This design comes from an exercise in tuning for small area, a short achievable clock period and few clock cycles per item on the open sky130 flow, not from production work. In this exercise RTL edits were held to simulation tests only and were not proved equivalent to the original. No activity file was given, so power comes from the tool's default toggle rates.

Design lru_ordered_history_set, start of the top module:
module lru_ordered_history_set #(
    parameter int ENTRIES        = 16,
    parameter int FOOTPRINT_BITS = 64
) (
    input  logic                                 clk,
    input  logic                                 rst_n,
    input  logic                                 in_valid,
    output logic                                 in_stall,
    input  logic [1:0]                           cmd,
    input  logic [lohs_pkg::KEY_W-1:0]           offset_key,
    input  logic [lohs_pkg::KEY_W-1:0]           address_key,
    input  logic [lohs_pkg::FP_PORT_W-1:0]       entry_footprint,
    output logic                                 out_valid,
    input  logic                                 out_stall,
    output logic                                 hit,
    output logic [lohs_pkg::SLOT_PORT_W-1:0]     slot,
    output logic [lohs_pkg::FP_PORT_W-1:0]       found_footprint,
    output logic [lohs_pkg::FILL_PORT_W-1:0]     fill_count
);
Size in the first run: ~8300 cells after synthesis, about 270 I/O pins, ~140000 um2 of cells after synthesis.
export LEC_CHECK = 0
export CAP_MARGIN = 20
export CORE_MARGIN = 2
export CORE_UTILIZATION = 62
export CTS_BUF_LIST = sky130_fd_sc_hd__clkbuf_16
export CTS_CLUSTER_DIAMETER = 80
export CTS_CLUSTER_SIZE = 25
export PLACE_DENSITY = 0.66
export SETUP_SLACK_MARGIN = 5
export SLEW_MARGIN = 20
create_clock -name core_clock -period 9.0 [get_ports {clk}]
standard.sh (not shown) runs the stock make flow with config.mk's settings and CLKGATE_MAP_FILE= SYNTH_SCRIPT=/design/flow/synth_recipe.tcl, a recipe that flattens the netlist after the stock synthesis.
==> flow/flow/run.sh <==
#!/bin/bash
set -euo pipefail
MARGIN=$(cat flow/margin.txt)
bash standard.sh SETUP_SLACK_MARGIN=$MARGIN "BUFFER_PORTS_ARGS=-buffer_cell sky130_fd_sc_hd__buf_4" finish > make_finish.log 2>&1
==> flow/flow/margin.txt <==
5.9
Testbench counts at the start, summed over its fixed seeds: cycles 32,024, items 32,000.
Change:
==> flow/flow/run.sh (replaced) <==
#!/bin/bash
set -euo pipefail
MARGIN=$(cat flow/margin.txt)
ARGS=(SETUP_SLACK_MARGIN=$MARGIN "BUFFER_PORTS_ARGS=-buffer_cell sky130_fd_sc_hd__buf_4")
bash standard.sh "${ARGS[@]}" place > make_place.log 2>&1
ODB=$PWD/orfs/results/$FLOW_PLATFORM/lru_ordered_history_set/base/3_place.odb openroad -no_init -exit flow/out_regs.tcl > out_regs.log 2>&1
bash standard.sh "${ARGS[@]}" finish > make_finish.log 2>&1
==> flow/flow/out_regs.tcl (new file) <==
# For each output port: move its buffer next to the pin and, when the
# buffer's input comes straight from a register with no other load, move that
# register next to it too; then legalize the placement.
read_db $::env(ODB)
set block [ord::get_db_block]
set core [$block getCoreArea]
set cx0 [expr [$core xMin] + 2000]; set cx1 [expr [$core xMax] - 12000]
set cy0 [expr [$core yMin] + 3000]; set cy1 [expr [$core yMax] - 3000]
proc clamp {v lo hi} { expr {$v < $lo ? $lo : ($v > $hi ? $hi : $v)} }
set moved 0
foreach bt [$block getBTerms] {
  if {[$bt getIoType] ne "OUTPUT"} { continue }
  set bb [$bt getBBox]
  set tx [clamp [expr ([$bb xMin] + [$bb xMax]) / 2] $cx0 $cx1]
  set ty [clamp [expr ([$bb yMin] + [$bb yMax]) / 2] $cy0 $cy1]
  set net [$bt getNet]
  foreach it [$net getITerms] {
    if {![$it isOutputSignal]} { continue }
    set buf [$it getInst]
    $buf setLocation $tx $ty
    incr moved
    foreach bi [$buf getITerms] {
      if {![$bi isInputSignal]} { continue }
      set n2 [$bi getNet]
      if {$n2 eq "NULL"} { continue }
      if {[llength [$n2 getITerms]] != 2} { continue }
      foreach it3 [$n2 getITerms] {
        if {![$it3 isOutputSignal]} { continue }
        set ff [$it3 getInst]
        set m [[$ff getMaster] getName]
        if {![string match "*__df*" $m] && ![string match "*__edf*" $m]} { continue }
        $ff setLocation $tx $ty
        incr moved
      }
    }
  }
}
puts "moved $moved cells"
detailed_placement
check_placement -verbose
write_db $::env(ODB)
- ABC_AREA: default -> 1
- ABC_CLOCK_PERIOD_IN_PS: default -> 3000
The changed run went through all stages and came out clean.
Critical path depth does not change.
Die area goes up by a few percent.
Wire length goes down by a little under a tenth.
Sequential power stays flat.
Setup slack gets better by 0.23 ns.
Clock power goes down slightly.
Sequential share of layout area goes down by 0.59 points.
Non-clock buffer count goes down by 90.
Power hardly moves.
Via count goes up by a few percent.
Core utilization goes down by 0.89 points.
Change:
==> flow/flow/margin.txt (replaced) <==
6.0
- ABC_AREA: 1 -> default
- ABC_CLOCK_PERIOD_IN_PS: 3000 -> default
- CORE_UTILIZATION: 62 -> 70
- PLACE_DENSITY: 0.66 -> 0.74
Cell count went down by 16%.
Synthesized area fell by 2.1%.
Final area came out lower by 0.89%.
Worst setup slack degrades by 0.056 ns.
Die area decreases by 13%.
Power drops by 0.44%.
Change:
- CORE_UTILIZATION: 70 -> 62
- GPL_TIMING_DRIVEN: default -> 0
- PLACE_DENSITY: 0.74 -> 0.66
Effect:
- setup slack degrades by 0.42 ns
- cell area goes up by 15%
- maximum frequency is lower by 11%
- core utilization rose by 1.6 points
- sequential share of layout area decreases by 8.8 points
- hold slack is about the same
Change:
==> flow/flow/margin.txt (replaced) <==
6.1
- GPL_TIMING_DRIVEN: 0 -> default
The changed run ran to the end with no violations.
Worst setup slack is better by 0.46 ns.
Power goes down by 5.6%.
Global-route usage goes down by 6.3 points.
Register-to-register slack is better by 0.02 ns.
Sequential share of layout area goes up by 7.2 points.
Utilization goes down by 8.7 points.
Final area goes down by 11%.
Clock-buffer cell count goes up by 2.
Change:
==> flow/flow/run.sh (replaced) <==
#!/bin/bash
set -euo pipefail
MARGIN=$(cat flow/margin.txt)
bash standard.sh SETUP_SLACK_MARGIN=$MARGIN "BUFFER_PORTS_ARGS=-buffer_cell sky130_fd_sc_hd__buf_4" finish > make_finish.log 2>&1
==> flow/flow/margin.txt (replaced) <==
5.5
removed: flow/flow/out_regs.tcl
=>
- wire length decreases by a few percent
- fmax decreases by roughly a tenth
- final cell count decreases by a few percent
- synthesized cell count stays the same
- setup slack is worse by 0.39 ns

## separate check: timing with driven ports
The results above use ideal ports. As a check the final layouts listed here were re-extracted and re-timed, cells and wires unchanged.
Step 1 sets driving cells, clkbuf_16 on the clock port and buf_2 on the other inputs (assumed; they add their load-dependent delay and slew).
Step 2 also shifts input and output timing later by t, the mid clock arrival at the registers, as if the neighbouring blocks saw the same clock.
Three values: ideal ports, drivers, drivers and shift; two values: the first two.
run | t (ns) | setup WS [ns] | pins driven straight from the clock port
the first run | 0.993 | 5.519 / 5.406 / 4.700 | 1
the second run | 0.956 | 5.753 / 5.654 / 4.903 | 1
the third run | 0.984 | 5.697 / 5.595 / 4.846 | 1
the fourth run | 1.000 | 5.275 / 5.333 / 4.333 | 1
the fifth run | 0.982 | 5.740 / 5.636 / 4.797 | 1
the sixth run | 0.984 | 5.353 / 5.408 / 4.452 | 1
After both steps setup and hold are still met in every run listed. The setup slack of the fifth run, which loses most, moves by -0.104 ns with the drivers and by -0.943 ns with both steps.
